Background: an optimization exercise with open tools, aiming at a short achievable clock period and few clock cycles per item. Do not read the settings as production practice. In this exercise RTL edits were held to simulation tests only and were not proved equivalent to the original. Power is estimated from default activity; no workload was simulated.

==> cedar <==
==> flow/design.v (excerpt) <==
module fp_mul_pipe
#(
  parameter int EXP_W = 8,
  parameter int MAN_W = 23,
  localparam int W = 1 + EXP_W + MAN_W
) (
  input  logic         clk,
  input  logic         reset,
  input  logic         in_valid,
  output logic         in_ready,
  input  logic         rnd_mode,
  input  logic [W-1:0] a,
  input  logic [W-1:0] b,
  output logic         out_valid,
  input  logic         out_ready,
  output logic [W-1:0] c,
  output logic         ovf,
  output logic         unf,
  output logic         inv
);
  logic en, out_valid_q;
  assign en       = !out_valid_q | out_ready;
  assign in_ready = en;
  logic [23:0] ma, mb;
  logic [7:0]  ea, eb;
  assign ea = a[30:23];
  assign eb = b[30:23];
  assign ma = {1'b1, a[22:0]};
  assign mb = {1'b1, b[22:0]};
  logic bo0, bt0, bn0;
  logic [25:0] pp0;
  logic [27:26] pp0x;
  logic bo1, bt1, bn1;
  logic [25:0] pp1;
  logic bo2, bt2, bn2;
  logic [25:0] pp2;
  logic bo3, bt3, bn3;
  logic [25:0] pp3;
  logic bo4, bt4, bn4;
  logic [25:0] pp4;
  logic bo5, bt5, bn5;
  logic [25:0] pp5;
  logic bo6, bt6, bn6;
  logic [25:0] pp6;
  logic bo7, bt7, bn7;
  logic [25:0] pp7;
  ...
Settings: LEC_CHECK=0, CAP_MARGIN=20, CORE_MARGIN=2, CORE_UTILIZATION=40, PLACE_DENSITY=0.5, SETUP_SLACK_MARGIN=4, SLEW_MARGIN=20; clock period 8.5 ns.
run.sh (not shown) runs the stock make flow with config.mk's settings and CLKGATE_MAP_FILE= SYNTH_SCRIPT=/design/flow/synth_recipe.tcl, a recipe that flattens the netlist after the stock synthesis.
==> onyx (differences from cedar) <==
--- a/flow/design.v
+++ b/flow/design.v
@@ -3949,42 +3949,44 @@
   assign q1[42] = (cp1230 ^ kg1519);
   assign q1[43] = (cp1232 ^ kg1521);
   assign q1[44] = (cp1234 ^ kg1523);
   assign q1[45] = (cp1236 ^ kg1525);
   assign q1[46] = (cp1238 ^ kg1527);
   assign q1[47] = (cp1240 ^ kg1529);
+  logic        hold_q;
+  logic [31:0] c_h;
+  logic        ovf_h, unf_h, inv_h;
   logic        sel;
-  logic [22:0] fr0, fr1, frac;
-  logic [31:0] c_n;
-  logic        ovf_n, unf_n, inv_n;
+  logic [22:0] fr0, fr1;
+  logic [34:0] x0, x1;
   always_comb begin
     sel = q0[47];
     fr0 = {q0[45:24], q0[23] & ~r_tie0};
     fr1 = {q1[46:25], q1[24] & ~r_tie1};
-    if (sel) begin
-      c_n   = r_ones1 ? 32'hFFFFFFFF : r_zer1 ? {r_s, 31'd0} : {r_s, r_ef1, fr1};
-      ovf_n = r_ovf1;
-      unf_n = r_unf1;
-    end else begin
-      c_n   = r_ones0 ? 32'hFFFFFFFF : r_zer0 ? {r_s, 31'd0} : {r_s, r_ef0, fr0};
-      ovf_n = r_ovf0;
-      unf_n = r_unf0;
-    end
-    inv_n = r_inv;
+    if (hold_q)
+      x0 = {c_h, inv_h, ovf_h, unf_h};
+    else if (r_ones0)
+      x0 = {32'hFFFFFFFF, r_inv, r_ovf0, r_unf0};
+    else if (r_zer0)
+      x0 = {r_s, 31'd0, r_inv, r_ovf0, r_unf0};
+    else
+      x0 = {r_s, r_ef0, fr0, r_inv, r_ovf0, r_unf0};
+    if (hold_q)
+      x1 = {c_h, inv_h, ovf_h, unf_h};
+    else if (r_ones1)
+      x1 = {32'hFFFFFFFF, r_inv, r_ovf1, r_unf1};
+    else if (r_zer1)
+      x1 = {r_s, 31'd0, r_inv, r_ovf1, r_unf1};
+    else
+      x1 = {r_s, r_ef1, fr1, r_inv, r_ovf1, r_unf1};
+    {c, inv, ovf, unf} = sel ? x1 : x0;
   end
-  logic        hold_q;
-  logic [31:0] c_h;
-  logic        ovf_h, unf_h, inv_h;
   always_ff @(posedge clk) begin
     if (reset) hold_q <= 1'b0;
     else       hold_q <= out_valid_q & !out_ready;
     c_h   <= c;
     ovf_h <= ovf;
     unf_h <= unf;
     inv_h <= inv;
   end
-  assign c   = hold_q ? c_h   : c_n;
-  assign ovf = hold_q ? ovf_h : ovf_n;
-  assign unf = hold_q ? unf_h : unf_n;
-  assign inv = hold_q ? inv_h : inv_n;
   assign out_valid = out_valid_q;
 endmodule
==> summary.txt <==
Die area: cedar is larger than onyx (0.67%). Final cell count: onyx is lower than cedar (about 1.1%). Of cedar and onyx, cedar has the higher synthesized cell count (gap about 2%, measured against onyx). Of cedar and onyx, onyx has the higher register-to-register slack (gap 50 ps). cedar passed the timing, DRC and antenna checks. onyx ran to the end with no violations. Against cedar, the sequential share of layout area of onyx is higher by 0.18 points. First-iteration DRC count: cedar is higher than onyx (7.9%). In cedar the final area is larger than in onyx, by 1.9%. Against onyx, the clock power of cedar is larger by 4.3%. Against onyx, the non-clock buffer count of cedar is lower by 16.
==> figures <==
Seq. pwr: cedar 1530 uW; onyx 1510 uW
GR Util met1: cedar 0.475; onyx 0.459
Met2 Track Usage GR: cedar 0.552; onyx 0.561
DP HPWL: cedar 72900 um; onyx 72800 um
WHS: cedar 443 ps; onyx 450 ps
Instance count on the critical path: cedar 12; onyx 14
Non-clock buffer count: cedar 574; onyx 590
Area fraction of clock buffers and clock inverters: cedar 0.0166; onyx 0.0166
Outcome: cedar complete, no violations; onyx complete, no violations
Layout-to-synthesis area ratio: cedar 1.469x; onyx 1.452x
Height of the die: cedar 259 um; onyx 258 um
Placement-stage cell area: cedar 0.0274 mm^2; onyx 0.0272 mm^2
Worst slack, placed: cedar 1640 ps; onyx 1580 ps
Fin worst setup slack: cedar 3300 ps; onyx 3360 ps
Proportion of power drawn by combinational gates: cedar 0.789; onyx 0.788
R2r setup slk: cedar 5300 ps; onyx 5350 ps
Distinct cell type count after synthesis: cedar 72; onyx 81
Max transition margin: cedar 0.247; onyx 0.309
Maximum number of pins on one net before global-route repair: cedar 66; onyx 78
Post-synthesis share of cell area spent on full adders, half adders and majority gates: cedar 0.280; onyx 0.286
Testbench counts of cedar, summed over its fixed seeds: cycles 8,008, items 8,000.
Testbench counts of onyx, summed over its fixed seeds: cycles 8,008, items 8,000.

separate check: timing with driven ports:
In the flow no input, the clock included, has a driving cell. The finished layouts below were timed again as built, in two steps.
Step 1 assumes that a clkbuf_16 drives the clock port and a buf_2 every other input.
Step 2 moves the port delays by t, midway between the first and last clock arrival at a register: inputs arrive t later, outputs are due t later. That takes back most of the time a late clock gives input paths.
Slacks: no drivers / after step 1 / after step 2; pairs: no drivers / after step 1.
| run | shift t [ns] | setup slack, ns | slew at the worst register clock pin (ns) | cell pins on the clock port's net |
|---|---|---|---|---|
| cedar | 0.493 | 3.303 / 3.168 / 2.675 | 0.07 / 0.07 | 1 |
| onyx | 0.497 | 3.357 / 3.212 / 2.714 | 0.07 / 0.07 | 1 |
After both steps every run listed still meets setup and hold. For onyx, which loses most, drivers alone change the setup slack by -0.145 ns; drivers and shift together by -0.643 ns.
